Source: an optimization exercise on an open RTL-to-GDS flow (aim: small area, a short achievable clock period and few clock cycles per item). Production flows keep margins and buffers that such runs may drop. RTL that was checked went through simulation tests only; none was proved equivalent to the original. Function not checked in runs 1 to 3: the RTL went through the layout flow alone. Power is estimated from default activity; no workload was simulated.

==> design/flow/design.v <==
package hhs_pkg;
  localparam int unsigned CfgIdxW  = 3;
  localparam int unsigned CfgDataW = 16;
  localparam int unsigned InW      = 38;
  localparam int unsigned OutW     = 12;
  localparam logic [1:0] FAULT_OK       = 2'd0;
  localparam logic [1:0] FAULT_OVER_TMP = 2'd1;
  localparam logic [1:0] FAULT_LOW_TMP  = 2'd2;
  localparam logic [1:0] FAULT_FAN      = 2'd3;
  localparam logic [1:0] ModeCold  = 2'd1;
  localparam logic [1:0] ModePower = 2'd2;
  localparam logic [9:0] TempFanHigh   = 10'd250;
  localparam logic [9:0] TempFanLow    = 10'd70;
  localparam logic [9:0] TempSleepCool = 10'd70;
  localparam logic [9:0] TempFanOff    = 10'd40;
  localparam logic [7:0] SleepDuty     = 8'd50;
  localparam logic [15:0] RstSleepTicks  = 16'd100;
  localparam logic [14:0] RstErrorTicks  = 15'd5;
  localparam logic [9:0]  RstMaxTemp     = 10'd520;
  localparam logic [9:0]  RstMinTemp     = 10'd10;
  localparam logic [7:0]  RstMinAir      = 8'd10;
  localparam logic [8:0]  RstCoolLim     = 9'd120;   
  localparam logic [7:0]  RstMaxAirDuty  = 8'd86;    
  localparam logic [7:0]  RstSleepFanDuty = 8'd58;   
  function automatic logic [7:0] scaled_air(input logic [7:0] level);
    logic [3:0] r;
    logic       b, c;
    logic [1:0] s;
    r = {level[3] ^ level[0], level[2:0]};
    case (r)
      4'd0:    b = level != 8'd0;
      4'd1:    b = level > 8'd25;
      4'd2:    b = level > 8'd50;
      4'd3:    b = level > 8'd75;
      4'd4:    b = level > 8'd100;
      4'd5:    b = level > 8'd125;
      4'd6:    b = level > 8'd150;
      4'd7:    b = level > 8'd175;
      4'd8:    b = level > 8'd200;
      4'd9:    b = level > 8'd225;
      4'd10:   b = level > 8'd250;
      default: b = 1'b0;
    endcase
    c = level[3] & level[0];
    s = {c | !b, !(c ^ !b)};
    scaled_air = {1'b0, level[7:1]} + {4'd0, level[7:4]} + {3'b111, s};
  endfunction
  function automatic logic [6:0] temp_duty(input logic [9:0] temp);
    logic [4:0] h;
    h = 5'bx;
    case (temp[7:0])
      8'd70: h = 5'd7;
      8'd71: h = 5'd7;
      8'd72: h = 5'd8;
      8'd73: h = 5'd7;
      8'd74: h = 5'd8;
      8'd75: h = 5'd7;
      8'd76: h = 5'd8;
      8'd77: h = 5'd8;
      8'd78: h = 5'd8;
      8'd79: h = 5'd8;
      8'd80: h = 5'd8;
      8'd81: h = 5'd8;
      8'd82: h = 5'd9;
      8'd83: h = 5'd8;
      8'd84: h = 5'd9;
      8'd85: h = 5'd8;
      8'd86: h = 5'd9;
      8'd87: h = 5'd9;
      8'd88: h = 5'd9;
      8'd89: h = 5'd9;
      8'd90: h = 5'd9;
      8'd91: h = 5'd9;
      8'd92: h = 5'd10;
      8'd93: h = 5'd9;
      8'd94: h = 5'd10;
      8'd95: h = 5'd9;
      8'd96: h = 5'd10;
      8'd97: h = 5'd10;
      8'd98: h = 5'd10;
      8'd99: h = 5'd10;
      8'd100: h = 5'd10;
      8'd101: h = 5'd10;
      8'd102: h = 5'd11;
      8'd103: h = 5'd10;
      8'd104: h = 5'd11;
      8'd105: h = 5'd10;
      8'd106: h = 5'd11;
      8'd107: h = 5'd11;
      8'd108: h = 5'd11;
      8'd109: h = 5'd11;
      8'd110: h = 5'd11;
      8'd111: h = 5'd11;
      8'd112: h = 5'd12;
      8'd113: h = 5'd11;
      8'd114: h = 5'd12;
      8'd115: h = 5'd11;
      8'd116: h = 5'd12;
      8'd117: h = 5'd12;
      8'd118: h = 5'd12;
      8'd119: h = 5'd12;
      8'd120: h = 5'd12;
      8'd121: h = 5'd12;
      8'd122: h = 5'd13;
      8'd123: h = 5'd12;
      8'd124: h = 5'd13;
      8'd125: h = 5'd12;
      8'd126: h = 5'd13;
      8'd127: h = 5'd13;
      8'd128: h = 5'd13;
      8'd129: h = 5'd13;
      8'd130: h = 5'd13;
      8'd131: h = 5'd13;
      8'd132: h = 5'd14;
      8'd133: h = 5'd13;
      8'd134: h = 5'd14;
      8'd135: h = 5'd13;
      8'd136: h = 5'd14;
      8'd137: h = 5'd14;
      8'd138: h = 5'd14;
      8'd139: h = 5'd14;
      8'd140: h = 5'd14;
      8'd141: h = 5'd14;
      8'd142: h = 5'd15;
      8'd143: h = 5'd14;
      8'd144: h = 5'd15;
      8'd145: h = 5'd14;
      8'd146: h = 5'd15;
      8'd147: h = 5'd15;
      8'd148: h = 5'd15;
      8'd149: h = 5'd15;
      8'd150: h = 5'd15;
      8'd151: h = 5'd15;
      8'd152: h = 5'd16;
      8'd153: h = 5'd15;
      8'd154: h = 5'd16;
      8'd155: h = 5'd15;
      8'd156: h = 5'd16;
      8'd157: h = 5'd16;
      8'd158: h = 5'd16;
      8'd159: h = 5'd16;
      8'd160: h = 5'd16;
      8'd161: h = 5'd16;
      8'd162: h = 5'd17;
      8'd163: h = 5'd16;
      8'd164: h = 5'd17;
      8'd165: h = 5'd16;
      8'd166: h = 5'd17;
      8'd167: h = 5'd17;
      8'd168: h = 5'd17;
      8'd169: h = 5'd17;
      8'd170: h = 5'd17;
      8'd171: h = 5'd17;
      8'd172: h = 5'd18;
      8'd173: h = 5'd17;
      8'd174: h = 5'd18;
      8'd175: h = 5'd17;
      8'd176: h = 5'd18;
      8'd177: h = 5'd18;
      8'd178: h = 5'd18;
      8'd179: h = 5'd18;
      8'd180: h = 5'd18;
      8'd181: h = 5'd18;
      8'd182: h = 5'd19;
      8'd183: h = 5'd18;
      8'd184: h = 5'd19;
      8'd185: h = 5'd18;
      8'd186: h = 5'd19;
      8'd187: h = 5'd19;
      8'd188: h = 5'd19;
      8'd189: h = 5'd19;
      8'd190: h = 5'd19;
      8'd191: h = 5'd19;
      8'd192: h = 5'd20;
      8'd193: h = 5'd19;
      8'd194: h = 5'd20;
      8'd195: h = 5'd19;
      8'd196: h = 5'd20;
      8'd197: h = 5'd20;
      8'd198: h = 5'd20;
      8'd199: h = 5'd20;
      8'd200: h = 5'd20;
      8'd201: h = 5'd20;
      8'd202: h = 5'd21;
      8'd203: h = 5'd20;
      8'd204: h = 5'd21;
      8'd205: h = 5'd20;
      8'd206: h = 5'd21;
      8'd207: h = 5'd21;
      8'd208: h = 5'd21;
      8'd209: h = 5'd21;
      8'd210: h = 5'd21;
      8'd211: h = 5'd21;
      8'd212: h = 5'd22;
      8'd213: h = 5'd21;
      8'd214: h = 5'd22;
      8'd215: h = 5'd21;
      8'd216: h = 5'd22;
      8'd217: h = 5'd22;
      8'd218: h = 5'd22;
      8'd219: h = 5'd22;
      8'd220: h = 5'd22;
      8'd221: h = 5'd22;
      8'd222: h = 5'd23;
      8'd223: h = 5'd22;
      8'd224: h = 5'd23;
      8'd225: h = 5'd22;
      8'd226: h = 5'd23;
      8'd227: h = 5'd23;
      8'd228: h = 5'd23;
      8'd229: h = 5'd23;
      8'd230: h = 5'd23;
      8'd231: h = 5'd23;
      8'd232: h = 5'd24;
      8'd233: h = 5'd23;
      8'd234: h = 5'd24;
      8'd235: h = 5'd23;
      8'd236: h = 5'd24;
      8'd237: h = 5'd24;
      8'd238: h = 5'd24;
      8'd239: h = 5'd24;
      8'd240: h = 5'd24;
      8'd241: h = 5'd24;
      8'd242: h = 5'd25;
      8'd243: h = 5'd24;
      8'd244: h = 5'd25;
      8'd245: h = 5'd24;
      8'd246: h = 5'd25;
      8'd247: h = 5'd25;
      8'd248: h = 5'd25;
      8'd249: h = 5'd25;
      default: h = 5'bx;
    endcase
    temp_duty = temp[7:1] - {2'd0, h};
  endfunction
endpackage
module hhs_cfg_regs (
  input  logic                         clk_i,
  input  logic                         rst_ni,
  input  logic                         we_i,
  input  logic [hhs_pkg::CfgIdxW-1:0]  idx_i,
  input  logic [hhs_pkg::CfgDataW-1:0] data_i,
  input  logic [7:0]                   level_i,
  input  logic [7:0]                   air_duty_i,
  output logic [15:0]                  sleep_ticks_o,
  output logic [14:0]                  error_ticks_o,
  output logic [9:0]                   max_temp_o,
  output logic [9:0]                   min_temp_o,
  output logic [7:0]                   min_air_o,
  output logic [8:0]                   cool_lim_o,
  output logic [7:0]                   max_air_duty_o,
  output logic [7:0]                   sleep_fan_duty_o
);
  logic pend_pto_q, pend_max_air_q, pend_sfl_q;
  always_ff @(posedge clk_i or negedge rst_ni) begin
    if (!rst_ni) begin
      sleep_ticks_o <= hhs_pkg::RstSleepTicks;
      error_ticks_o <= hhs_pkg::RstErrorTicks;
      max_temp_o    <= hhs_pkg::RstMaxTemp;
      min_temp_o    <= hhs_pkg::RstMinTemp;
      min_air_o     <= hhs_pkg::RstMinAir;
    end else if (we_i) begin
      case (idx_i)
        3'd0: sleep_ticks_o <= data_i;
        3'd1: error_ticks_o <= data_i[14:0];
        3'd2: max_temp_o    <= data_i[9:0];
        3'd3: min_temp_o    <= data_i[9:0];
        3'd4: min_air_o     <= data_i[7:0];
        default: ;
      endcase
    end
  end
  always_ff @(posedge clk_i or negedge rst_ni) begin
    if (!rst_ni) begin
      pend_pto_q     <= 1'b0;
      pend_max_air_q <= 1'b0;
      pend_sfl_q     <= 1'b0;
    end else begin
      pend_pto_q     <= we_i && (idx_i == 3'd5);
      pend_max_air_q <= we_i && (idx_i == 3'd6);
      pend_sfl_q     <= we_i && (idx_i == 3'd7);
    end
  end
  always_ff @(posedge clk_i or negedge rst_ni) begin
    if (!rst_ni) begin
      cool_lim_o       <= hhs_pkg::RstCoolLim;
      max_air_duty_o   <= hhs_pkg::RstMaxAirDuty;
      sleep_fan_duty_o <= hhs_pkg::RstSleepFanDuty;
    end else begin
      if (pend_pto_q)     cool_lim_o       <= {1'b0, level_i} + 9'd70;
      if (pend_max_air_q) max_air_duty_o   <= air_duty_i;
      if (pend_sfl_q)     sleep_fan_duty_o <= air_duty_i;
    end
  end
endmodule
module hhs_step (
  input  logic        cold_i,         
  input  logic        docked_i,       
  input  logic        sleep_cool_i,   
  input  logic        air_low_i,
  input  logic        hot_i,
  input  logic        cool_i,
  input  logic        fan_off_i,      
  input  logic [7:0]  duty_sel_i,     
  input  logic [15:0] sleep_ticks_i,
  input  logic [14:0] error_ticks_i,
  input  logic [7:0]  max_air_duty_i,
  input  logic        work_i,
  input  logic [15:0] sleep_cnt_i,
  input  logic [15:0] fault_cnt_i,
  input  logic [1:0]  fault_i,
  input  logic        fan_fault_i,
  input  logic        fan_hold_i,
  input  logic [7:0]  duty_i,
  output logic        work_o,
  output logic [15:0] sleep_cnt_o,
  output logic [15:0] fault_cnt_o,
  output logic [1:0]  fault_o,
  output logic        fan_fault_o,
  output logic        fan_hold_o,
  output logic [7:0]  duty_o,
  output logic        beep_o
);
  logic        sleep_hit, dbl_hit, half_hit;
  logic [15:0] fault_base;
  assign sleep_hit = (sleep_cnt_i != 16'hffff) && (sleep_cnt_i >= sleep_ticks_i);
  assign fault_base = work_i ? fault_cnt_i : 16'd0;
  assign dbl_hit  = work_i ? (fault_cnt_i >= {error_ticks_i, 1'b0})
                           : (error_ticks_i == 15'd0);
  assign half_hit = work_i ? (fault_cnt_i >= {2'b0, error_ticks_i[14:1]})
                           : (error_ticks_i[14:1] == 14'd0);
  always_comb begin
    work_o      = work_i;
    sleep_cnt_o = sleep_cnt_i;
    beep_o      = 1'b0;
    if (!work_i) begin
      if (!docked_i || cold_i) work_o = 1'b1;
    end else if (docked_i && !cold_i && sleep_cool_i) begin
      if (sleep_hit) begin
        work_o      = 1'b0;
        sleep_cnt_o = 16'd0;
        beep_o      = 1'b1;
      end else begin
        sleep_cnt_o = sleep_cnt_i + 16'd1;
      end
    end
    fault_o     = fault_i;
    fault_cnt_o = fault_base;
    if (fault_i == hhs_pkg::FAULT_OK) begin
      if (cold_i) begin
        if (air_low_i) begin
          if (dbl_hit) begin
            fault_o     = hhs_pkg::FAULT_FAN;
            fault_cnt_o = 16'd0;
          end else begin
            fault_cnt_o = fault_base + 16'd1;
          end
        end
      end else if (!docked_i && (hot_i || cool_i || air_low_i)) begin
        if (half_hit && hot_i) begin
          fault_o     = hhs_pkg::FAULT_OVER_TMP;
          fault_cnt_o = 16'd0;
        end else if (dbl_hit && air_low_i) begin
          fault_o     = hhs_pkg::FAULT_FAN;
          fault_cnt_o = 16'd0;
        end else if (dbl_hit && cool_i) begin
          fault_o     = hhs_pkg::FAULT_LOW_TMP;
          fault_cnt_o = 16'd0;
        end else begin
          fault_cnt_o = fault_base + 16'd1;
        end
      end else begin
        fault_cnt_o = 16'd0;
      end
    end else if (docked_i) begin
      fault_o     = hhs_pkg::FAULT_OK;
      fault_cnt_o = 16'd0;
    end
    fan_fault_o = fan_fault_i;
    fan_hold_o  = fan_hold_i;
    duty_o      = duty_i;
    if (!fan_fault_i) begin
      if (fault_o != hhs_pkg::FAULT_OK) begin
        fan_fault_o = 1'b1;
      end else if (work_o) begin
        fan_hold_o = cold_i || !docked_i;
        duty_o     = duty_sel_i;
      end else if (!fan_off_i) begin
        if (!fan_hold_i) duty_o = hhs_pkg::SleepDuty;
      end else if (!fan_hold_i) begin
        fan_hold_o = 1'b1;
        duty_o     = 8'd0;
      end
    end else begin
      duty_o = max_air_duty_i;
      if (fault_o == hhs_pkg::FAULT_OK) fan_fault_o = 1'b0;
    end
  end
endmodule
module heater_handle_supervisor (
  input  logic                         clk_i,
  input  logic                         rst_ni,
  input  logic                         in_valid_i,
  output logic                         in_ready_o,
  input  logic [hhs_pkg::InW-1:0]      in_data_i,
  output logic                         out_valid_o,
  input  logic                         out_ready_i,
  output logic [hhs_pkg::OutW-1:0]     out_data_o,
  input  logic                         cfg_valid_i,
  output logic                         cfg_ready_o,
  input  logic [hhs_pkg::CfgIdxW-1:0]  cfg_index_i,
  input  logic [hhs_pkg::CfgDataW-1:0] cfg_data_i
);
  logic [15:0] sleep_ticks;
  logic [14:0] error_ticks;
  logic [9:0]  max_temp;
  logic [9:0]  min_temp;
  logic [7:0]  min_air;
  logic [8:0]  cool_lim;
  logic [7:0]  max_air_duty;
  logic [7:0]  sleep_fan_duty;
  logic        s0_valid_q;
  logic        s0_docked_q, s0_cold_q, s0_power_q;
  logic [9:0]  s0_temp_q;
  logic [7:0]  s0_air_q;
  logic [7:0]  s0_level_q;
  logic        in_cold;
  logic [7:0]  air_duty, duty_sel;
  logic        sleep_cool;
  logic        work_q, work_d;
  logic [15:0] sleep_cnt_q, sleep_cnt_d;
  logic [15:0] fault_cnt_q, fault_cnt_d;
  logic [1:0]  fault_q, fault_d;
  logic        fan_fault_q, fan_fault_d;
  logic        fan_hold_q, fan_hold_d;
  logic [7:0]  duty_q, duty_d;
  logic        beep_q, beep_d;
  logic        res_valid_q;
  logic [hhs_pkg::OutW-1:0] res;
  logic        skid_valid_q;
  logic [hhs_pkg::OutW-1:0] skid_q;
  logic        in_ready_q;
  logic        accept, full2, en0, adv1;
  logic        s0_valid_d, res_valid_d, skid_valid_d;
  assign cfg_ready_o = 1'b1;
  assign full2  = res_valid_q && skid_valid_q;
  assign adv1   = s0_valid_q && !full2;
  assign en0    = !s0_valid_q || !full2;
  assign accept = in_valid_i && in_ready_q;
  assign s0_valid_d   = en0 ? accept : s0_valid_q;
  assign res_valid_d  = adv1 || (res_valid_q && !(!skid_valid_q && out_ready_i));
  assign skid_valid_d = skid_valid_q ? !out_ready_i : (res_valid_q && adv1 && !out_ready_i);
  always_ff @(posedge clk_i or negedge rst_ni) begin
    if (!rst_ni) begin
      s0_valid_q   <= 1'b0;
      res_valid_q  <= 1'b0;
      skid_valid_q <= 1'b0;
      in_ready_q   <= 1'b1;
    end else begin
      s0_valid_q   <= s0_valid_d;
      res_valid_q  <= res_valid_d;
      skid_valid_q <= skid_valid_d;
      in_ready_q   <= !(s0_valid_d && res_valid_d && skid_valid_d);
    end
  end
  assign in_ready_o = in_ready_q;
  assign in_cold = (in_data_i[35:34] == hhs_pkg::ModeCold);
  always_ff @(posedge clk_i) begin
    if (en0) begin
      s0_docked_q <= !in_data_i[37] && in_data_i[36];
      s0_cold_q   <= in_cold;
      s0_power_q  <= (in_data_i[35:34] == hhs_pkg::ModePower);
      s0_temp_q   <= in_data_i[33:24];
      s0_air_q    <= in_data_i[23:16];
    end
    if (cfg_valid_i) begin
      s0_level_q  <= cfg_data_i[7:0];
    end else if (en0) begin
      s0_level_q  <= in_cold ? in_data_i[7:0] : in_data_i[15:8];
    end
  end
  assign air_duty = hhs_pkg::scaled_air(s0_level_q);
  always_comb begin
    if (s0_cold_q || !s0_docked_q) begin
      duty_sel = air_duty;
    end else if (s0_temp_q >= hhs_pkg::TempFanHigh) begin
      duty_sel = sleep_fan_duty;
    end else if (s0_temp_q >= hhs_pkg::TempFanLow) begin
      duty_sel = {1'b0, hhs_pkg::temp_duty(s0_temp_q)};
    end else begin
      duty_sel = 8'd0;
    end
  end
  assign sleep_cool = s0_power_q ? ({1'b0, s0_temp_q} <= {2'b0, cool_lim})
                                 : (s0_temp_q <= hhs_pkg::TempSleepCool);
  hhs_cfg_regs u_cfg (
    .clk_i            (clk_i),
    .rst_ni           (rst_ni),
    .we_i             (cfg_valid_i),
    .idx_i            (cfg_index_i),
    .data_i           (cfg_data_i),
    .level_i          (s0_level_q),
    .air_duty_i       (air_duty),
    .sleep_ticks_o    (sleep_ticks),
    .error_ticks_o    (error_ticks),
    .max_temp_o       (max_temp),
    .min_temp_o       (min_temp),
    .min_air_o        (min_air),
    .cool_lim_o       (cool_lim),
    .max_air_duty_o   (max_air_duty),
    .sleep_fan_duty_o (sleep_fan_duty)
  );
    hhs_step u_step (
    .cold_i         (s0_cold_q),
    .docked_i       (s0_docked_q),
    .sleep_cool_i   (sleep_cool),
    .air_low_i      (s0_air_q < min_air),
    .hot_i          (s0_temp_q >= max_temp),
    .cool_i         (s0_temp_q <= min_temp),
    .fan_off_i      (s0_temp_q < hhs_pkg::TempFanOff),
    .duty_sel_i     (duty_sel),
    .sleep_ticks_i  (sleep_ticks),
    .error_ticks_i  (error_ticks),
    .max_air_duty_i (max_air_duty),
    .work_i         (work_q),
    .sleep_cnt_i    (sleep_cnt_q),
    .fault_cnt_i    (fault_cnt_q),
    .fault_i        (fault_q),
    .fan_fault_i    (fan_fault_q),
    .fan_hold_i     (fan_hold_q),
    .duty_i         (duty_q),
    .work_o         (work_d),
    .sleep_cnt_o    (sleep_cnt_d),
    .fault_cnt_o    (fault_cnt_d),
    .fault_o        (fault_d),
    .fan_fault_o    (fan_fault_d),
    .fan_hold_o     (fan_hold_d),
    .duty_o         (duty_d),
    .beep_o         (beep_d)
  );
  always_ff @(posedge clk_i or negedge rst_ni) begin
    if (!rst_ni) begin
      work_q      <= 1'b0;
      sleep_cnt_q <= 16'd0;
      fault_cnt_q <= 16'd0;
      fault_q     <= hhs_pkg::FAULT_OK;
      fan_fault_q <= 1'b0;
      fan_hold_q  <= 1'b0;
      duty_q      <= 8'd0;
      beep_q      <= 1'b0;
    end else if (adv1) begin
      work_q      <= work_d;
      sleep_cnt_q <= sleep_cnt_d;
      fault_cnt_q <= fault_cnt_d;
      fault_q     <= fault_d;
      fan_fault_q <= fan_fault_d;
      fan_hold_q  <= fan_hold_d;
      duty_q      <= duty_d;
      beep_q      <= beep_d;
    end
  end
  assign res = {work_q, fault_q, duty_q, beep_q};
  always_ff @(posedge clk_i) begin
    if (!skid_valid_q) skid_q <= res;
  end
  assign out_valid_o = res_valid_q || skid_valid_q;
  assign out_data_o  = skid_valid_q ? skid_q : res;
endmodule
==> design/flow/run.sh <==
#!/bin/bash
# synth_recipe.tcl (not shown) runs the flow's synth.tcl, then flattens the netlist and writes it again
# the make line also repeats each setting of config.mk as NAME=value (left out here)
make -C /OpenROAD-flow-scripts/flow DESIGN_CONFIG=/design/flow/config.mk WORK_HOME=/design/flow/orfs CLKGATE_MAP_FILE= SYNTH_SCRIPT=/design/flow/synth_recipe.tcl finish
==> design/flow/config.mk <==
export PLATFORM = sky130hd
export DESIGN_NAME = heater_handle_supervisor
export DESIGN_NICKNAME = heater_handle_supervisor
export VERILOG_FILES = /design/flow/design.v
export SDC_FILE = /design/flow/constraint.sdc
export NUM_CORES = 4
export LEC_CHECK = 0
export CAP_MARGIN = 20
export CORE_MARGIN = 2
export CORE_UTILIZATION = 40
export SETUP_SLACK_MARGIN = 5
export SLEW_MARGIN = 20
==> design/flow/constraint.sdc <==
create_clock -name core_clock -period 9.0 [get_ports {clk_i}]
set_input_delay 1.8000 -clock core_clock [delete_from_list [all_inputs] [get_ports {clk_i}]]
set_output_delay 1.8000 -clock core_clock [all_outputs]
set_load 0.01 [all_outputs]
==> results.tsv, run 1 <==
stage	metric	value	unit
detailed_routing	routed vias	8774	
synthesis	Post-synth EDFFs	29	
synthesis	Yosys reg bits	183	
sta	endpoints failing hold	0	
power	Switching Power	1.02	mW
cells_and_area	share of cells above drive strength 1	0.127	
synthesis	Yosys warning total	3	
synthesis	synthesized area	0.0112	mm2
cells_and_area	synth-to-layout area growth	16.5	%
place	Final HPWL DP	19.5	mm
synthesis	Syn Nets	1335	
clock_tree	CTS tree	built	
grt	first-pass GRT wire length	45.6	mm
sta	Setup Skew	15.2	ps
power	Comb pwr share	0.340	
detailed_routing	Via density	5.37	
sta	maximum clock frequency	244	MHz
grt	vias in the first global route	8766	
detailed_routing	total wire length	27.2	mm
detailed_routing	number of DRC markers in iteration 0	571	
floorplan	num rows	61	
detailed_routing	DRC violations left	0	
grt	GR met3 Demand/Resource	0.0335	
synthesis	post-synth cell types	83	
synthesis	Mapped Cells	1166	
synthesis	async set or reset register ratio after synthesis	0.749	
synthesis	Post-Synth XOR/XNOR Area	0.0157	
worst_setup_path	Worst Path Max Fanout	6	
place	RePlAce Congestion	0.821	
synthesis	post-synthesis simple-gate area fraction	0.147	
sta	worst slew pin tran	1080	ps
floorplan	CORE AREA	0.0276	mm2
floorplan	Die X	171	um
power	Leak	5.68	nW
sta	RSZ-0062 raised after global routing	yes	
synthesis	ys flop type	dfrtp_1	
sta	Final period util	0.456	
sta	max-slew violations	0	
synthesis	mux cell area share after synthesis	0.0682	
power	Cell Int Power	1.88	mW
floorplan	die height	171	um
grt	total congestion overflow	0	
clock_tree	Clock Root Buffer	clkbuf_16	
place	dpl ws	4680	ps
detailed_routing	Post-DRT Antenna Nets	0	
worst_setup_path	Worst setup SP type	flip-flop	
detailed_routing	DR pass1 iterations	5	
clock_tree	later-pin clock latency in the skew report	450	ps
power	PD cells	223	mW/mm2
power	sequential share of power	0.408	
grt	grt met2 use	0.324	
worst_setup_path	Worst Path Arrival	4430	ps
synthesis	average size of a mapped cell	9.57	um2
grt	initial antenna violation count	0	
synthesis	post-synthesis compound-gate area fraction	0.178	
place	port buffer count	75	
sta	setup_tns	0	ps
sta	final setup fails	0	
synthesis	post-synthesis adder-cell area fraction	0.123	
detailed_routing	WL/cell	16.6	um
clock_tree	H-tree Lvls	4	
grt	grt peak-use layer	met2	
grt	GRT Util Overall	0.199	
synthesis	main combinational cell family by area after synthesis	compound AO/OA/AOI/OAI gates	
power	Switching Share	0.352	
power	worst vdd ir	0.142	mV
cells_and_area	non-filler cells, final	1633	
sta	setup ws final	4900	ps
clock_tree	clock buffer depth	2	
worst_setup_path	Critical Path End Type	flip-flop	
run_status	outcome	finished clean	
clock_tree	total CTS buffers	17	
grt	met1 Track Usage GR	0.274	
cells_and_area	final net count	1411	
cells_and_area	Final Util	0.471	
flow_run	max cap viols	0	
sta	Slew HR	0.276	
place	placed instance count	1587	
floorplan	die area	0.0293	mm2
clock_tree	Reg clk slew, reported paths	80	ps
min_path	HP Class	flip-flop to flip-flop	
cells_and_area	Antenna Cells	0	
floorplan	# IOs	77	
clock_tree	clock sinks	183	
worst_setup_path	critical path class	flip-flop to flip-flop	
sta	hold_ws	471	ps
worst_setup_path	critical path required time	9330	ps
grt	pin count of the biggest net entering global routing	70	
synthesis	sequential element share of the synthesized area	0.418	
sta	min Tclk post-route	4100	ps
power	Clk pwr share	0.252	
floorplan	Initial Util	0.404	
## sequential cells by signal, indices dropped and copies added, names as in the netlist, 2 cells and up, named ones only
register and flops:
s0_level_q 8, s0_air_q 8, s0_temp_q 10, duty_q 8
u_cfg.cool_lim_o 9, u_cfg.sleep_ticks_o 16, skid_q 12, u_cfg.min_air_o 8
u_cfg.sleep_fan_duty_o 8, sleep_cnt_q 16, fault_cnt_q 16, u_cfg.min_temp_o 10
u_cfg.error_ticks_o 15, u_cfg.max_temp_o 10, fault_q 2, u_cfg.max_air_duty_o 8
## critical path: stages, from the launching register on
cell and delay (ps):
edfxtp_1 430, inv_1 140, ha_1 220, nand2_1 70
o21ai_1 80, o22ai_1 150, o311ai_1 120, a211o_1 300
o21ai_1 80, ha_1 150, inv_1 40, fa_1 440
ha_2 200, fa_2 340, a21o_1 190, a21oi_2 200
xnor2_2 110, nor2_1 90, a211oi_1 60, o31a_1 320
mux2_4 250
## kinds of logic after synthesis
kind of cell    after synthesis
simple gates                339
compound gates              304
flops                       183
buf+inv                     144
fa+ha+maj                   107
mux                          68
xor+xnor                     20
other cells                   1
## power groups by stage
stage	sequential [mW]	combinational, mW	clock, mW
finish	1.18	0.987	0.730
global route	1.21	1.12	0.788
CTS	1.18	0.985	0.749
detailed placement	1.20	0.963	0
global placement	1.20	0.946	0
floorplan	1.14	0.711	0
## through the flow
stage               instance area, um2  power [mW]
global placement                 12300        2.14
global route                     13000        3.12
finish                           13000        2.90
detailed placement               12300        2.16
CTS                              13000        2.92
floorplan                        11200        1.85
## synthesized netlist by cell type, types with 23 or more instances
cell | instances | area share
edfxtp_1 | 29 | 0.078
a21oi_1 | 58 | 0.026
nor2_1 | 67 | 0.023
inv_1 | 105 | 0.035
o21ai_0 | 105 | 0.047
dfrtp_1 | 113 | 0.25
mux2_2 | 44 | 0.044
ha_1 | 103 | 0.12
nand2_1 | 132 | 0.044
nand3_1 | 23 | 0.010
dfstp_2 | 24 | 0.056
clkbuf_1 | 33 | 0.011
## area by class of cell
type                       count  area (um2)
inverter                     105         394
multi-input combinational    839        5990
sequential                   183        4670
clock inverter                15         138
tap                          378         473
fill                        2715       14600
timing repair buffer          96         910
clock buffer                  17         425
## cell usage in the layout (no fill, tap or decap), types with 11 or more instances in the layout
cell	instances
a31oi_1	14
o21ai_0	103
a21o_1	16
inv_1	105
xnor2_1	17
clkbuf_16	17
clkdlybuf4s50_1	74
a21oi_1	56
nand2_1	132
mux2_2	44
ha_1	101
dfxtp_1	17
dfrtp_1	112
edfxtp_1	29
and2_1	11
nor2_1	67
buf_4	21
a211oi_1	13
nand3_1	22
dfstp_2	24
nand4_1	12
nor3_1	19
mux2i_1	19
nand2b_1	18
## routing by layer
| layer | vias to the layer above | part of all wire |
|---|---|---|
| met5 | - | 0 |
| met4 | 0 | 0.011 |
| met3 | 23 | 0.037 |
| met2 | 176 | 0.46 |
| met1 | 4235 | 0.49 |
| li1 | 4340 | - |
## timing repair
action | CTS | global route
endpoints found under the hold margin | 0 | 0
endpoints found under the setup margin | 5 | 18
resized for setup | 4 | 7
pin swaps | 1 | 9
hold buffers | 0 | 0
setup buffers | 12 | 2
## worst paths after layout
kind	to	depth (start not counted)	slack (ps)	from
worst min-delay path	skid_q[5]$_DFF_P_	2	470	skid_q[5]$_DFF_P_
worst min register to register	skid_q[5]$_DFF_P_	2	470	skid_q[5]$_DFF_P_
min in group asynchronous	u_cfg.sleep_ticks_o[10]$_DFFE_PN0P_	1	1330	rst_ni
worst max register to register	duty_q[5]$_DFFE_PN0P_	20	4900	s0_level_q[1]$_DFFE_PP_
worst max-delay path	duty_q[5]$_DFFE_PN0P_	20	4900	s0_level_q[1]$_DFFE_PP_
max in group asynchronous	u_cfg.sleep_fan_duty_o[6]$_DFFE_PN0P_	2	6340	rst_ni
==> run 2, diff against run 1 <==
==> design/flow/flow/run.sh (new file) <==
#!/bin/bash
# Layout: the standard flow (standard.sh, which runs the standard synthesis
# unchanged), with the timing repair asked to aim for 6.5 ns of setup slack at
# the design's clock period; ORFS's own logs stay under orfs/logs.
set -euo pipefail
bash standard.sh SETUP_SLACK_MARGIN=6.5 finish > standard_flow.log 2>&1
==> design/flow/standard.sh (new file) <==
#!/bin/bash
# synth_recipe.tcl (not shown) runs the flow's synth.tcl, then flattens the netlist and writes it again
# the make line also repeats each setting of config.mk as NAME=value (left out here)
make -C /OpenROAD-flow-scripts/flow DESIGN_CONFIG=/design/flow/config.mk WORK_HOME=/design/flow/orfs CLKGATE_MAP_FILE= SYNTH_SCRIPT=/design/flow/synth_recipe.tcl "${@:-finish}"
--- a/design/flow/config.mk
+++ b/design/flow/config.mk
@@ -10,3 +10,2 @@
 export CORE_UTILIZATION = 40
-export SETUP_SLACK_MARGIN = 5
 export SLEW_MARGIN = 20
removed: design/flow/run.sh
==> run 2 against run 1 <==
Net effect:
- synthesized area is the same
- clock power about the same
- via count is 7.1% higher
- still clean
- setup slack improved by 5.3 ps
- critical endpoint unchanged
- critical path type unchanged
==> results.tsv, run 2 <==
stage	metric	value	unit	change
synthesis	post-synth cell types	83		unchanged
power	Total Power	3.23	mW	+11%
synthesis	Yosys warning total	3		unchanged
power	PD cells	214	mW/mm2	-4.1%
cells_and_area	register area	0.00468	mm2	+0.11%
cells_and_area	Antenna Cells	0		unchanged
synthesis	cell taking the most area after synthesis	dfrtp_1		
worst_setup_path	Worst setup SP type	flip-flop		
detailed_routing	Via density	5.40		+0.55%
sta	RSZ-0062 raised after global routing	yes		
clock_tree	H-tree Lvls	4		unchanged
sta	final setup fails	0		unchanged
synthesis	Post-synth EDFFs	29		unchanged
worst_setup_path	critical path required time	9320	ps	about the same
cells_and_area	share of cells above drive strength 1	0.302		+0.175
clock_tree	CTS tree	built		
power	worst vdd ir	0.135	mV	-4.4%
place	DP Area	0.0126	mm2	+2.7%
worst_setup_path	critical path class	flip-flop to flip-flop		
place	Final HPWL DP	20.1	mm	+3.0%
synthesis	synthesized area	0.0112	mm2	unchanged
floorplan	die area	0.0293	mm2	unchanged
cells_and_area	final net count	1518		+7.6%
floorplan	CORE AREA	0.0276	mm2	unchanged
place	RePlAce Congestion	0.879		+7.0%
grt	pin count of the biggest net entering global routing	83		+19%
clock_tree	clock buffer depth	2		unchanged
floorplan	Die X	171	um	unchanged
detailed_routing	total wire length	30.4	mm	+12%
detailed_routing	DRC violations left	0		unchanged
place	dpl ws	4700	ps	+26.9 ps
cells_and_area	non-filler cells, final	1740		+6.6%
floorplan	num rows	61		unchanged
sta	endpoints failing hold	0		unchanged
clock_tree	Reg clk slew, reported paths	80	ps	about the same
cells_and_area	Final Util	0.546		+0.0757
sta	Final period util	0.455		-0.000592
sta	setup_tns	0	ps	unchanged
floorplan	# IOs	77		unchanged
run_status	outcome	finished clean		
grt	first-pass GRT wire length	49.5	mm	+8.6%
floorplan	die height	171	um	unchanged
worst_setup_path	Worst Path Arrival	4420	ps	about the same
sta	min Tclk post-route	4100	ps	-5.33 ps
synthesis	Yosys reg bits	183		unchanged
worst_setup_path	Critical Path End Type	flip-flop		
synthesis	Syn Nets	1335		unchanged
place	port buffer count	75		unchanged
cells_and_area	Top Registers	fault_cnt_q (16), sleep_cnt_q (16), u_cfg.sleep_ticks_o (16)		
clock_tree	later-pin clock latency in the skew report	440	ps	about the same
sta	Setup Skew	13.0	ps	-2.24 ps
synthesis	most common library cells after synthesis	132 x nand2_1, 113 x dfrtp_1, 105 x inv_1, 105 x o21ai_0, 103 x ha_1		
sta	max-slew violations	0		unchanged
detailed_routing	Post-DRT Antenna Nets	0		unchanged
sta	hold_ws	486	ps	+15.5 ps
clock_tree	clock sinks	183		unchanged
detailed_routing	WL/cell	17.5	um	+5.1%
sta	maximum clock frequency	244	MHz	+0.13%
worst_setup_path	Worst Path Max Fanout	3		-3
cells_and_area	multi-input logic area	0.00708	mm2	+18%
sta	Slew HR	0.420		+0.144
detailed_routing	DR pass1 iterations	4		-1
grt	initial antenna violation count	0		unchanged
synthesis	sequential element share of the synthesized area	0.418		unchanged
cells_and_area	commonest non-fill, non-tap cells in the layout	117 x nand2_1, 110 x dfrtp_1, 97 x inv_1		
synthesis	ys flop type	dfrtp_1		
synthesis	average size of a mapped cell	9.57	um2	unchanged
cells_and_area	synth-to-layout area growth	35.2	%	
detailed_routing	routed vias	9400		+7.1%
grt	GRT Util Overall	0.215		+0.0159
min_path	HP Class	flip-flop to flip-flop		
floorplan	Initial Util	0.404		unchanged
synthesis	post-synth top area share	0.253		unchanged
sta	setup ws final	4900	ps	+5.33 ps
clock_tree	Clock Root Buffer	clkbuf_16		
synthesis	most frequent cell after synthesis	nand2_1		
synthesis	Mapped Cells	1166		unchanged
synthesis	async set or reset register ratio after synthesis	0.749		unchanged
sta	worst slew pin tran	864	ps	-220 ps
grt	total congestion overflow	0		unchanged
cells_and_area	commonest non-fill, non-tap cell in the layout	nand2_1		
cells_and_area	Fill cells	2476		-8.8%
grt	vias in the first global route	9386		+7.1%
synthesis	top cells by area, synth	dfrtp_1 25%, ha_1 12%, edfxtp_1 7.8%		
flow_run	max cap viols	0		unchanged
detailed_routing	number of DRC markers in iteration 0	603		+5.6%
cells_and_area	post-route cell area	0.0151	mm2	+16%
power	Leak	6.66	nW	+17%
clock_tree	total CTS buffers	17		unchanged
place	placed instance count	1587		unchanged
[run 2: worst paths after layout]
| path | startpoint | endpoint | slack (ps) | cells past startpoint |
|---|---|---|---|---|
| max reg2reg | s0_level_q[2]$_DFFE_PP_ | duty_q[5]$_DFFE_PN0P_ | 4900 | 19 |
| min reg2reg | skid_q[10]$_DFF_P_ | skid_q[10]$_DFF_P_ | 490 | 1 |
| min in group asynchronous | rst_ni | sleep_cnt_q[13]$_DFFE_PN0P_ | 1320 | 1 |
| min | skid_q[10]$_DFF_P_ | skid_q[10]$_DFF_P_ | 490 | 1 |
| max | s0_level_q[2]$_DFFE_PP_ | duty_q[5]$_DFFE_PN0P_ | 4900 | 19 |
| max in group asynchronous | rst_ni | skid_valid_q$_DFF_PN0_ | 6770 | 2 |
[run 2: what timing repair did]
| item | CTS | global route |
|---|---|---|
| gates cloned | 5 | 0 |
| setup buffers | 101 | 15 |
| pin swaps | 64 | 30 |
| setup endpoints to repair | 239 | 156 |
| hold buffers | 0 | 0 |
| gates resized for setup | 283 | 60 |
[run 2: metal layers]
layer	part of all wire	up-vias	track usage	wire, um
met5	0	-	0	0
met4	0.027	0	0.0667	807
met3	0.037	46	0.0331	1120
met2	0.48	193	0.364	14600
met1	0.46	4575	0.283	13900
li1	-	4586	-	-
[run 2: kinds of logic after synthesis]
group	Yosys count	share of synthesized area
AOI/OAI and AO/OA	304	0.178
xor gates and xnor gates	20	0.0157
adders and majority gates	107	0.123
buffers and inverters	144	0.0500
DFF	183	0.418
muxes	68	0.0682
other	1	0.000336
and+or+nand+nor	339	0.147
[run 2: power by group]
group / switching, mW / internal [mW] / total, mW / leakage, nW
clock network: 0.362 / 0.366 / 0.728 / 0.281
logic: 0.659 / 0.656 / 1.32 / 4.25
registers: 0.132 / 1.05 / 1.18 / 2.13
[run 2: critical path, cell delays in order, from the launching register on]
cell,delay (ps)
edfxtp_1,430
buf_4,170
ha_2,160
and4_1,200
o22ai_1,180
o311ai_1,120
a211o_1,310
o21ai_1,80
ha_2,190
inv_2,30
fa_2,440
ha_4,190
fa_2,370
a21o_1,200
a21oi_4,160
xnor2_2,90
nor2_1,90
a211oi_1,50
o31a_1,300
mux2_4,250
[run 2: layout make-up]
class	instances	share of cell area
multi-input combinational	844	0.469
sequential	183	0.310
timing repair buffer	198	0.126
tap	378	0.0313
clock buffer	17	0.0282
inverter	105	0.0263
clock inverter	15	0.00928
==> run 3, diff against run 2 <==
--- a/design/flow/design.v
+++ b/design/flow/design.v
@@ -303,3 +303,5 @@
   input  logic        fan_off_i,      
-  input  logic [7:0]  duty_sel_i,     
+  input  logic        use_air_i,      
+  input  logic [7:0]  air_duty_i,     
+  input  logic [7:0]  ramp_duty_i,    
   input  logic [15:0] sleep_ticks_i,
@@ -324,2 +326,4 @@
   logic        sleep_hit, dbl_hit, half_hit;
+  logic        take_air;
+  logic [7:0]  duty_other;
   logic [15:0] fault_base;
@@ -380,3 +384,4 @@
     fan_hold_o  = fan_hold_i;
-    duty_o      = duty_i;
+    duty_other  = duty_i;
+    take_air    = 1'b0;
     if (!fan_fault_i) begin
@@ -386,13 +391,15 @@
         fan_hold_o = cold_i || !docked_i;
-        duty_o     = duty_sel_i;
+        take_air   = use_air_i;
+        duty_other = ramp_duty_i;
       end else if (!fan_off_i) begin
-        if (!fan_hold_i) duty_o = hhs_pkg::SleepDuty;
+        if (!fan_hold_i) duty_other = hhs_pkg::SleepDuty;
       end else if (!fan_hold_i) begin
         fan_hold_o = 1'b1;
-        duty_o     = 8'd0;
+        duty_other = 8'd0;
       end
     end else begin
-      duty_o = max_air_duty_i;
+      duty_other = max_air_duty_i;
       if (fault_o == hhs_pkg::FAULT_OK) fan_fault_o = 1'b0;
     end
+    duty_o = take_air ? air_duty_i : duty_other;
   end
@@ -427,3 +434,3 @@
   logic        in_cold;
-  logic [7:0]  air_duty, duty_sel;
+  logic [7:0]  air_duty, ramp_duty;
   logic        sleep_cool;
@@ -483,10 +490,8 @@
   always_comb begin
-    if (s0_cold_q || !s0_docked_q) begin
-      duty_sel = air_duty;
-    end else if (s0_temp_q >= hhs_pkg::TempFanHigh) begin
-      duty_sel = sleep_fan_duty;
+    if (s0_temp_q >= hhs_pkg::TempFanHigh) begin
+      ramp_duty = sleep_fan_duty;
     end else if (s0_temp_q >= hhs_pkg::TempFanLow) begin
-      duty_sel = {1'b0, hhs_pkg::temp_duty(s0_temp_q)};
+      ramp_duty = {1'b0, hhs_pkg::temp_duty(s0_temp_q)};
     end else begin
-      duty_sel = 8'd0;
+      ramp_duty = 8'd0;
     end
@@ -520,3 +525,5 @@
     .fan_off_i      (s0_temp_q < hhs_pkg::TempFanOff),
-    .duty_sel_i     (duty_sel),
+    .use_air_i      (s0_cold_q || !s0_docked_q),
+    .air_duty_i     (air_duty),
+    .ramp_duty_i    (ramp_duty),
     .sleep_ticks_i  (sleep_ticks),
==> design/flow/run.sh (new file) <==
#!/bin/bash
# synth_recipe.tcl (not shown) runs the flow's synth.tcl, then flattens the netlist and writes it again
# the make line also repeats each setting of config.mk as NAME=value (left out here)
make -C /OpenROAD-flow-scripts/flow DESIGN_CONFIG=/design/flow/config.mk WORK_HOME=/design/flow/orfs CLKGATE_MAP_FILE= SYNTH_SCRIPT=/design/flow/synth_recipe.tcl finish
--- a/design/flow/config.mk
+++ b/design/flow/config.mk
@@ -10,2 +10,3 @@
 export CORE_UTILIZATION = 40
+export SETUP_SLACK_MARGIN = 5
 export SLEW_MARGIN = 20
removed: design/flow/flow/run.sh
removed: design/flow/standard.sh
==> run 3 against run 2 <==
Net effect:
- critical path depth did not move
- clock skew decreased by 3.9 ps
- wire length shrank 6.0%
- via count decreased by 3.5%
- global-route usage decreased by 1.7 points
- synthesized area increased by 0.99%
- still clean on timing, DRC and antenna
- total power down 8.8%
- hold slack got worse by 11 ps
- final area down 12%
- sequential cell count did not move
- final cell count shrank 3.7%
- setup slack improved by 200 ps
==> results.tsv, run 3 <==
stage	metric	value	unit	change
synthesis	ys flop type	dfrtp_1		
floorplan	Initial Util	0.406		+0.00174
grt	vias in the first global route	8471		-9.7%
power	PD cells	223	mW/mm2	+4.1%
detailed_routing	Via density	5.41		+0.20%
floorplan	num rows	61		unchanged
cells_and_area	non-filler cells, final	1675		-3.7%
cells_and_area	share of cells above drive strength 1	0.142		-0.160
clock_tree	Reg clk slew, reported paths	70	ps	about the same
synthesis	post-synth top area share	0.251		-0.00247
clock_tree	clock sinks	183		unchanged
sta	worst slew pin tran	1040	ps	+178 ps
place	RePlAce Congestion	0.887		+0.93%
grt	total congestion overflow	0		unchanged
sta	setup_tns	0	ps	unchanged
min_path	HP Class	flip-flop to flip-flop		
sta	max-slew violations	0		unchanged
worst_setup_path	Worst Path Max Fanout	6		+3
grt	pin count of the biggest net entering global routing	75		-9.6%
synthesis	synthesized area	0.0113	mm2	+0.99%
synthesis	async set or reset register ratio after synthesis	0.749		unchanged
synthesis	post-synth cell types	79		-4.8%
cells_and_area	Fill cells	2672		+7.9%
clock_tree	total CTS buffers	17		unchanged
detailed_routing	number of DRC markers in iteration 0	565		-6.3%
worst_setup_path	Worst setup SP type	flip-flop		
floorplan	Die X	172	um	+0.48%
clock_tree	Clock Root Buffer	clkbuf_16		
synthesis	average size of a mapped cell	9.36	um2	-2.2%
place	Final HPWL DP	20.6	mm	+2.7%
synthesis	most frequent cell after synthesis	nand2_1		
clock_tree	H-tree Lvls	4		unchanged
detailed_routing	Post-DRT Antenna Nets	0		unchanged
place	DP Area	0.0124	mm2	-2.0%
grt	initial antenna violation count	0		unchanged
synthesis	Yosys reg bits	183		unchanged
synthesis	Yosys warning total	3		unchanged
synthesis	Mapped Cells	1204		+3.3%
synthesis	cell taking the most area after synthesis	dfrtp_1		
clock_tree	clock buffer depth	2		unchanged
sta	Slew HR	0.304		-0.116
floorplan	CORE AREA	0.0278	mm2	+0.55%
sta	RSZ-0062 raised after global routing	no		
cells_and_area	commonest non-fill, non-tap cells in the layout	143 x nand2_1, 112 x dfrtp_1, 111 x o21ai_0		
sta	Final period util	0.433		-0.0221
grt	first-pass GRT wire length	45.4	mm	-8.3%
cells_and_area	synth-to-layout area growth	17.4	%	
detailed_routing	routed vias	9067		-3.5%
grt	GRT Util Overall	0.198		-0.0175
worst_setup_path	critical path class	flip-flop to flip-flop		
sta	endpoints failing hold	0		unchanged
detailed_routing	total wire length	28.6	mm	-6.0%
clock_tree	later-pin clock latency in the skew report	430	ps	about the same
flow_run	max cap viols	0		unchanged
place	port buffer count	75		unchanged
cells_and_area	Top Registers	fault_cnt_q (16), sleep_cnt_q (16), u_cfg.sleep_ticks_o (16)		
sta	final setup fails	0		unchanged
worst_setup_path	Worst Path Arrival	4240	ps	-180 ps
cells_and_area	register area	0.00467	mm2	-0.11%
cells_and_area	commonest non-fill, non-tap cell in the layout	nand2_1		
detailed_routing	DR pass1 iterations	5		+1
synthesis	Post-synth EDFFs	29		unchanged
power	worst vdd ir	0.109	mV	-20%
place	placed instance count	1619		+2.0%
detailed_routing	WL/cell	17.1	um	-2.4%
sta	hold_ws	475	ps	-11.1 ps
floorplan	# IOs	77		unchanged
floorplan	die area	0.0295	mm2	+0.97%
sta	min Tclk post-route	3900	ps	-199 ps
detailed_routing	DRC violations left	0		unchanged
synthesis	most common library cells after synthesis	143 x nand2_1, 114 x o21ai_0, 113 x dfrtp_1, 103 x ha_1, 95 x inv_1		
clock_tree	CTS tree	built		
cells_and_area	Antenna Cells	0		unchanged
power	Leak	5.72	nW	-14%
min_path	hold-critical path depth	1		unchanged
run_status	outcome	finished clean		
cells_and_area	post-route cell area	0.0132	mm2	-12%
synthesis	top cells by area, synth	dfrtp_1 25%, ha_1 11%, edfxtp_1 7.7%		
worst_setup_path	critical path required time	9340	ps	+20 ps
worst_setup_path	Critical Path End Type	flip-flop		
synthesis	Syn Nets	1373		+2.8%
floorplan	die height	172	um	+0.48%
cells_and_area	multi-input logic area	0.00617	mm2	-13%
worst_setup_path	FF-to-FF path depth	19		unchanged
cells_and_area	final net count	1453		-4.3%
sta	Setup Skew	9.02	ps	-3.94 ps
sta	maximum clock frequency	257	MHz	+5.1%
synthesis	sequential element share of the synthesized area	0.414		-0.00409
run 3: cell count changes in the layout (fill, tap and decap cells not counted), sizes merged, moves of 7 or more:
cell           previous run  this run
a31oi                    14        22
clkdlybuf4s50            43        74
nand2b                   18        10
nand2                   132       143
nor2                     67        74
nor4                      7        15
xor2                      1        11
inv                     112       102
o21ai                   110       124
a221oi                   10         3
buf                     148        31
run 3: per-layer routing:
layer	global-route usage	wire length, um	part of all wire	vias to the layer above
met1	0.281	13800	0.48	4352
met4	0.0501	483	0.017	0
met3	0.0316	1050	0.037	25
met2	0.315	13200	0.46	198
met5	0	0	0	-
li1	-	-	-	4492
run 3: final cells by class:
cell class                      instances  area share
Tap cell                              378      0.0357
Clock buffer                           20      0.0345
Clock inverter                         12     0.00842
Inverter                               97      0.0277
Multi-Input combinational cell        879       0.466
Timing Repair Buffer                  106      0.0745
Sequential cell                       183       0.353
run 3: through the flow:
step                 util  setup slack, ps  total power [mW]
global placement    0.446             4800              2.16
global route        0.476             4940              3.15
floorplan               -             5100              1.86
CTS                 0.468             5010              2.92
finish              0.476             5100              2.94
detailed placement  0.446             4740              2.18
run 3: final timing paths:
path | end | slack (ps) | startpoint
max | duty_q[6]$_DFFE_PN0P_ | 5100 | s0_level_q[2]$_DFFE_PP_
max in group asynchronous | skid_valid_q$_DFF_PN0_ | 6230 | rst_ni
max reg2reg | duty_q[6]$_DFFE_PN0P_ | 5100 | s0_level_q[2]$_DFFE_PP_
min | skid_q[7]$_DFF_P_ | 470 | skid_q[7]$_DFF_P_
min reg2reg | skid_q[7]$_DFF_P_ | 470 | skid_q[7]$_DFF_P_
min in group asynchronous | sleep_cnt_q[6]$_DFFE_PN0P_ | 1380 | rst_ni
run 3: what timing repair did:
action,CTS,global route
gates resized for setup,1,32
setup endpoints to repair,6,19
hold buffers,0,0
setup buffers,6,18
pin swaps,0,12
run 3: logic make-up (layout without fill, tap and decap cells):
logic type	Yosys count	count (layout)	share of synthesized area
compound gates	314	314	0.178
fa+ha+maj	107	107	0.121
flops	183	183	0.414
buf+inv	142	235	0.0492
other cells	1	1	0.000333
simple gates	366	366	0.154
mux	67	67	0.0646
xor+xnor	24	24	0.0186
run 3: power breakdown:
part / switching, mW / internal [mW] / total [mW]
clock: 0.353 / 0.379 / 0.732
combinational: 0.575 / 0.464 / 1.04
sequential: 0.130 / 1.04 / 1.17
total: 1.06 / 1.89 / 2.94
run 3: critical path, cell delays in order, from the launching register on:
cell and delay (ps):
edfxtp_1 530, buf_4 210, ha_4 140, a41o_1 200, nor2_1 130, o21ai_1 100
o221ai_1 160, a22o_1 160, ha_2 170, inv_2 30, fa_1 430, ha_2 210
buf_4 130, a21o_1 160, a21oi_1 230, o21bai_1 90, a21oi_1 210, xnor2_1 230
nor4_2 80, o31ai_2 210
==> run 4, diff against run 3 <==
--- a/design/flow/design.v
+++ b/design/flow/design.v
@@ -303,5 +303,3 @@
   input  logic        fan_off_i,      
-  input  logic        use_air_i,      
-  input  logic [7:0]  air_duty_i,     
-  input  logic [7:0]  ramp_duty_i,    
+  input  logic [7:0]  duty_sel_i,     
   input  logic [15:0] sleep_ticks_i,
@@ -326,4 +324,2 @@
   logic        sleep_hit, dbl_hit, half_hit;
-  logic        take_air;
-  logic [7:0]  duty_other;
   logic [15:0] fault_base;
@@ -384,4 +380,3 @@
     fan_hold_o  = fan_hold_i;
-    duty_other  = duty_i;
-    take_air    = 1'b0;
+    duty_o      = duty_i;
     if (!fan_fault_i) begin
@@ -391,15 +386,13 @@
         fan_hold_o = cold_i || !docked_i;
-        take_air   = use_air_i;
-        duty_other = ramp_duty_i;
+        duty_o     = duty_sel_i;
       end else if (!fan_off_i) begin
-        if (!fan_hold_i) duty_other = hhs_pkg::SleepDuty;
+        if (!fan_hold_i) duty_o = hhs_pkg::SleepDuty;
       end else if (!fan_hold_i) begin
         fan_hold_o = 1'b1;
-        duty_other = 8'd0;
+        duty_o     = 8'd0;
       end
     end else begin
-      duty_other = max_air_duty_i;
+      duty_o = max_air_duty_i;
       if (fault_o == hhs_pkg::FAULT_OK) fan_fault_o = 1'b0;
     end
-    duty_o = take_air ? air_duty_i : duty_other;
   end
@@ -434,3 +427,7 @@
   logic        in_cold;
-  logic [7:0]  air_duty, ramp_duty;
+  logic        s1_valid_q;
+  logic        s1_docked_q, s1_cold_q, s1_sleep_cool_q, s1_air_low_q;
+  logic        s1_hot_q, s1_cool_q, s1_fan_off_q;
+  logic [7:0]  s1_duty_sel_q;
+  logic [7:0]  air_duty, duty_sel;
   logic        sleep_cool;
@@ -449,12 +446,14 @@
   logic        in_ready_q;
-  logic        accept, full2, en0, adv1;
-  logic        s0_valid_d, res_valid_d, skid_valid_d;
+  logic        accept, full2, en0, en1, adv2;
+  logic        s0_valid_d, s1_valid_d, res_valid_d, skid_valid_d;
   assign cfg_ready_o = 1'b1;
   assign full2  = res_valid_q && skid_valid_q;
-  assign adv1   = s0_valid_q && !full2;
-  assign en0    = !s0_valid_q || !full2;
+  assign adv2   = s1_valid_q && !full2;
+  assign en1    = !s1_valid_q || !full2;
+  assign en0    = !s0_valid_q || en1;
   assign accept = in_valid_i && in_ready_q;
   assign s0_valid_d   = en0 ? accept : s0_valid_q;
-  assign res_valid_d  = adv1 || (res_valid_q && !(!skid_valid_q && out_ready_i));
-  assign skid_valid_d = skid_valid_q ? !out_ready_i : (res_valid_q && adv1 && !out_ready_i);
+  assign s1_valid_d   = en1 ? s0_valid_q : s1_valid_q;
+  assign res_valid_d  = adv2 || (res_valid_q && !(!skid_valid_q && out_ready_i));
+  assign skid_valid_d = skid_valid_q ? !out_ready_i : (res_valid_q && adv2 && !out_ready_i);
   always_ff @(posedge clk_i or negedge rst_ni) begin
@@ -462,2 +461,3 @@
       s0_valid_q   <= 1'b0;
+      s1_valid_q   <= 1'b0;
       res_valid_q  <= 1'b0;
@@ -467,5 +467,6 @@
       s0_valid_q   <= s0_valid_d;
+      s1_valid_q   <= s1_valid_d;
       res_valid_q  <= res_valid_d;
       skid_valid_q <= skid_valid_d;
-      in_ready_q   <= !(s0_valid_d && res_valid_d && skid_valid_d);
+      in_ready_q   <= !(s0_valid_d && s1_valid_d && res_valid_d && skid_valid_d);
     end
@@ -490,8 +491,10 @@
   always_comb begin
-    if (s0_temp_q >= hhs_pkg::TempFanHigh) begin
-      ramp_duty = sleep_fan_duty;
+    if (s0_cold_q || !s0_docked_q) begin
+      duty_sel = air_duty;
+    end else if (s0_temp_q >= hhs_pkg::TempFanHigh) begin
+      duty_sel = sleep_fan_duty;
     end else if (s0_temp_q >= hhs_pkg::TempFanLow) begin
-      ramp_duty = {1'b0, hhs_pkg::temp_duty(s0_temp_q)};
+      duty_sel = {1'b0, hhs_pkg::temp_duty(s0_temp_q)};
     end else begin
-      ramp_duty = 8'd0;
+      duty_sel = 8'd0;
     end
@@ -500,2 +503,14 @@
                                  : (s0_temp_q <= hhs_pkg::TempSleepCool);
+  always_ff @(posedge clk_i) begin
+    if (en1) begin
+      s1_docked_q     <= s0_docked_q;
+      s1_cold_q       <= s0_cold_q;
+      s1_sleep_cool_q <= sleep_cool;
+      s1_air_low_q    <= s0_air_q < min_air;
+      s1_hot_q        <= s0_temp_q >= max_temp;
+      s1_cool_q       <= s0_temp_q <= min_temp;
+      s1_fan_off_q    <= s0_temp_q < hhs_pkg::TempFanOff;
+      s1_duty_sel_q   <= duty_sel;
+    end
+  end
   hhs_cfg_regs u_cfg (
@@ -517,13 +532,11 @@
   );
-    hhs_step u_step (
-    .cold_i         (s0_cold_q),
-    .docked_i       (s0_docked_q),
-    .sleep_cool_i   (sleep_cool),
-    .air_low_i      (s0_air_q < min_air),
-    .hot_i          (s0_temp_q >= max_temp),
-    .cool_i         (s0_temp_q <= min_temp),
-    .fan_off_i      (s0_temp_q < hhs_pkg::TempFanOff),
-    .use_air_i      (s0_cold_q || !s0_docked_q),
-    .air_duty_i     (air_duty),
-    .ramp_duty_i    (ramp_duty),
+  hhs_step u_step (
+    .cold_i         (s1_cold_q),
+    .docked_i       (s1_docked_q),
+    .sleep_cool_i   (s1_sleep_cool_q),
+    .air_low_i      (s1_air_low_q),
+    .hot_i          (s1_hot_q),
+    .cool_i         (s1_cool_q),
+    .fan_off_i      (s1_fan_off_q),
+    .duty_sel_i     (s1_duty_sel_q),
     .sleep_ticks_i  (sleep_ticks),
@@ -557,3 +570,3 @@
       beep_q      <= 1'b0;
-    end else if (adv1) begin
+    end else if (adv2) begin
       work_q      <= work_d;
--- a/design/flow/config.mk
+++ b/design/flow/config.mk
@@ -10,3 +10,3 @@
 export CORE_UTILIZATION = 40
-export SETUP_SLACK_MARGIN = 5
+export SETUP_SLACK_MARGIN = 3.0
 export SLEW_MARGIN = 20
==> run 4 against run 3 <==
Net effect:
- still clean on timing, DRC and antenna
- first-iteration DRC count up 16%
- core utilization down 1.1 points
- final cell count down 2.7%
- synthesized cell count down 2.5%
- clock skew up 3.7 ps
- non-clock buffer count down 26
- register-to-register slack worse by 420 ps
- combinational power down 15%
- fmax down 9.7%
- wire length down 5.5%
- global-route usage down 1.1 points
- critical path type unchanged
- critical endpoint is now s1_duty_sel_q[7]$_DFFE_PN_
- highest routed layer unchanged
==> results.tsv, run 4 <==
stage	metric	value	unit	change
power	PD cells	221	mW/mm2	-0.58%
floorplan	Die X	174	um	+1.5%
grt	pin count of the biggest net entering global routing	76		+1.3%
place	placed instance count	1597		-1.4%
sta	Final period util	0.480		+0.0465
floorplan	die area	0.0304	mm2	+2.9%
place	Final HPWL DP	20.0	mm	-3.2%
synthesis	synthesized area	0.0116	mm2	+3.0%
synthesis	Mapped Cells	1174		-2.5%
cells_and_area	Final Util	0.465		-0.0108
synthesis	most frequent cell after synthesis	nand2_1		
cells_and_area	share of cells above drive strength 1	0.108		-0.0334
flow_run	max cap viols	0		unchanged
synthesis	Post-synth EDFFs	44		+52%
sta	hold_ws	473	ps	-2.10 ps
synthesis	ys flop type	dfrtp_1		
power	Switching Power	986	uW	-6.8%
power	Clk pwr share	0.259		+0.010
worst_setup_path	Worst Path Arrival	4470	ps	+230 ps
cells_and_area	synth-to-layout area growth	14.7	%	
floorplan	num rows	62		+1.6%
synthesis	Yosys reg bits	199		+8.7%
place	RePlAce Congestion	0.882		-0.56%
place	port buffer count	75		unchanged
synthesis	sequential element share of the synthesized area	0.443		+0.0288
sta	maximum clock frequency	232	MHz	-9.7%
detailed_routing	DRC violations left	0		unchanged
grt	total congestion overflow	0		unchanged
detailed_routing	DR pass1 iterations	5		unchanged
synthesis	top cells by area, synth	dfrtp_1 25%, edfxtp_1 11%, ha_1 11%		
sta	worst slew pin tran	969	ps	-73.0 ps
detailed_routing	routed vias	8737		-3.6%
clock_tree	CTS tree	built		
cells_and_area	non-filler cells, final	1629		-2.7%
run_status	outcome	finished clean		
detailed_routing	WL/cell	16.6	um	-2.9%
worst_setup_path	critical path class	flip-flop to flip-flop		
clock_tree	Clock Root Buffer	clkbuf_16		
cells_and_area	Antenna Cells	0		unchanged
worst_setup_path	Worst Path Max Fanout	13		+7
synthesis	cell taking the most area after synthesis	dfrtp_1		
cells_and_area	final net count	1401		-3.6%
detailed_routing	total wire length	27.0	mm	-5.5%
sta	Setup Skew	12.7	ps	+3.69 ps
cells_and_area	Top Registers	fault_cnt_q (16), sleep_cnt_q (16), u_cfg.sleep_ticks_o (16)		
sta	endpoints failing hold	0		unchanged
detailed_routing	number of DRC markers in iteration 0	655		+16%
sta	min Tclk post-route	4320	ps	+418 ps
sta	final setup fails	0		unchanged
clock_tree	Post-CTS Setup Inserts	0		-6
clock_tree	later-pin clock latency in the skew report	440	ps	about the same
worst_setup_path	critical path required time	9150	ps	-190 ps
power	Switching Share	0.334		-0.0249
grt	first-pass GRT wire length	45.3	mm	-0.18%
synthesis	post-synth cell types	75		-5.1%
synthesis	Syn Nets	1343		-2.2%
floorplan	Initial Util	0.406		about the same
worst_setup_path	Worst setup SP type	flip-flop		
min_path	HP Class	flip-flop to flip-flop		
cells_and_area	commonest non-fill, non-tap cell in the layout	nand2_1		
sta	setup_tns	0	ps	unchanged
power	Comb pwr share	0.301		-0.052
synthesis	Yosys warning total	3		unchanged
grt	GRT Util Overall	0.186		-0.0114
power	sequential share of power	0.440		+0.041
sta	setup ws final	4680	ps	-418 ps
sta	RSZ-0062 raised after global routing	no		
sta	Slew HR	0.351		+0.0473
detailed_routing	Via density	5.36		-0.92%
power	Leak	5.82	nW	+1.7%
clock_tree	clock buffer depth	2		unchanged
synthesis	post-synth top area share	0.246		-0.00520
floorplan	# IOs	77		unchanged
clock_tree	hold_buf cts	0		unchanged
grt	vias in the first global route	8585		+1.3%
floorplan	die height	174	um	+1.5%
grt	initial antenna violation count	0		unchanged
cells_and_area	commonest non-fill, non-tap cells in the layout	125 x nand2_1, 114 x o21ai_0, 114 x dfrtp_1		
power	Total Power	2.95	mW	+0.13%
cells_and_area	post-route cell area	0.0133	mm2	+0.71%
clock_tree	CTS resizes	0		-1
synthesis	most common library cells after synthesis	125 x nand2_1, 114 x dfrtp_1, 114 x o21ai_0, 103 x ha_1, 97 x inv_1		
worst_setup_path	Critical Path End Type	flip-flop		
synthesis	average size of a mapped cell	9.89	um2	+5.7%
clock_tree	clock sinks	199		+8.7%
power	worst vdd ir	0.135	mV	+24%
place	DP Area	0.0127	mm2	+2.9%
power	Cell Int Power	1.96	mW	+4.0%
cells_and_area	Fill cells	2639		-1.2%
synthesis	async set or reset register ratio after synthesis	0.693		-0.0552
place	dpl ws	4730	ps	-10.1 ps
clock_tree	total CTS buffers	17		unchanged
clock_tree	Reg clk slew, reported paths	80	ps	about the same
detailed_routing	Post-DRT Antenna Nets	0		unchanged
clock_tree	H-tree Lvls	4		unchanged
sta	max-slew violations	0		unchanged
floorplan	CORE AREA	0.0286	mm2	+3.0%
==> run 4: kinds of logic (layout without fill, tap and decap cells) <==
logic type	after synthesis	in the layout	share of synthesized area
and+or+nand+nor	332	332	0.138
AOI/OAI and AO/OA	299	299	0.165
DFF	199	199	0.443
buffers and inverters	139	210	0.0460
adders and majority gates	107	107	0.118
muxes	70	70	0.0697
xor gates and xnor gates	27	27	0.0204
other	1	1	0.000323
==> run 4: power by group through the flow <==
stage / registers (mW) / logic, mW / clock network, mW
final: 1.30 / 0.887 / 0.763
after global routing: 1.33 / 1.01 / 0.816
after CTS: 1.30 / 0.895 / 0.783
after detailed placement: 1.32 / 0.889 / 0
after global placement: 1.31 / 0.872 / 0
after floorplan: 1.25 / 0.663 / 0
==> run 4: layer usage <==
metal | vias to the layer above | track usage | part of all wire | wire, um
li1 | 4328 | - | - | -
met1 | 4251 | 0.256 | 0.49 | 13200
met2 | 141 | 0.310 | 0.47 | 12800
met3 | 17 | 0.0304 | 0.029 | 774
met4 | 0 | 0.0382 | 0.0089 | 241
met5 | - | 0 | 0 | 0
==> run 4: final timing paths <==
check | from | to | slack (ps) | cells past startpoint
setup / recovery | s0_level_q[2]$_DFFE_PP_ | s1_duty_sel_q[7]$_DFFE_PN_ | 4680 | 20
hold / removal | s0_cold_q$_DFFE_PN_ | s1_cold_q$_DFFE_PN_ | 470 | 0
setup reg to reg | s0_level_q[2]$_DFFE_PP_ | s1_duty_sel_q[7]$_DFFE_PN_ | 4680 | 20
hold reg to reg | s0_cold_q$_DFFE_PN_ | s1_cold_q$_DFFE_PN_ | 470 | 0
max in group asynchronous | rst_ni | fault_q[1]$_DFFE_PN0P_ | 6300 | 2
min in group asynchronous | rst_ni | u_cfg.sleep_ticks_o[8]$_DFFE_PN0P_ | 1370 | 1
==> run 4: layout make-up <==
type | count | area, um2 | share of cell area
flip-flops and latches | 199 | 5140 | 0.386
inverters | 98 | 368 | 0.0276
well taps | 384 | 480 | 0.0361
clock inverters | 15 | 160 | 0.0120
multi-input cells | 836 | 5960 | 0.447
repair buffers | 80 | 790 | 0.0593
clock buffers | 17 | 425 | 0.0319
==> run 4: worst max-delay path: stages, from the launching register on <==
cell and delay [ps]:
edfxtp_1 610, inv_1 150, ha_1 200, a311oi_1 250
a21oi_1 60, nor3_1 180, o21ai_0 150, o31a_1 270
o22ai_1 120, ha_1 160, inv_1 40, fa_1 440
ha_1 240, fa_1 410, a21o_1 190, a21oi_1 220
nor2b_1 70, nor2_1 90, nor2_1 60, inv_1 50
o21ai_0 60
Testbench counts of run 4, summed over its fixed seeds: cycles 16,024, items 16,000.

-- static timing again, ports no longer ideal --
No port has a modelled driver above. Below, the same layouts with a new extraction and two added sets of constraints.
Step 1 assumes that a clkbuf_16 drives the clock port and a buf_2 every other input.
Step 2 moves the port delays by t, midway between the first and last clock arrival at a register: inputs arrive t later, outputs are due t later. That takes back most of the time a late clock gives input paths.
a / b / c = ideal ports / drivers / drivers and shift; a / b = the first two.
| run | t, ns | slack for setup (ns) | worst hold slack (ns) | clock arrival spread, ns | worst register clock-pin slew, ns |
|---|---|---|---|---|---|
| run 1 | 0.488 | 4.897 / 4.897 / 4.830 | 0.471 / 0.471 / 0.471 | 0.015 / 0.015 | 0.08 / 0.08 |
| run 2 | 0.478 | 4.903 / 4.903 / 4.903 | 0.486 / 0.486 / 0.486 | 0.014 / 0.013 | 0.08 / 0.08 |
| run 3 | 0.475 | 5.102 / 5.102 / 4.740 | 0.475 / 0.475 / 0.475 | 0.010 / 0.011 | 0.08 / 0.08 |
| run 4 | 0.484 | 4.684 / 4.684 / 4.684 | 0.473 / 0.473 / 0.473 | 0.014 / 0.014 | 0.08 / 0.08 |
After both steps every run listed still meets setup and hold. The setup slack of run 3, which loses most, moves by 0.000 ns with the drivers and by -0.362 ns with both steps.
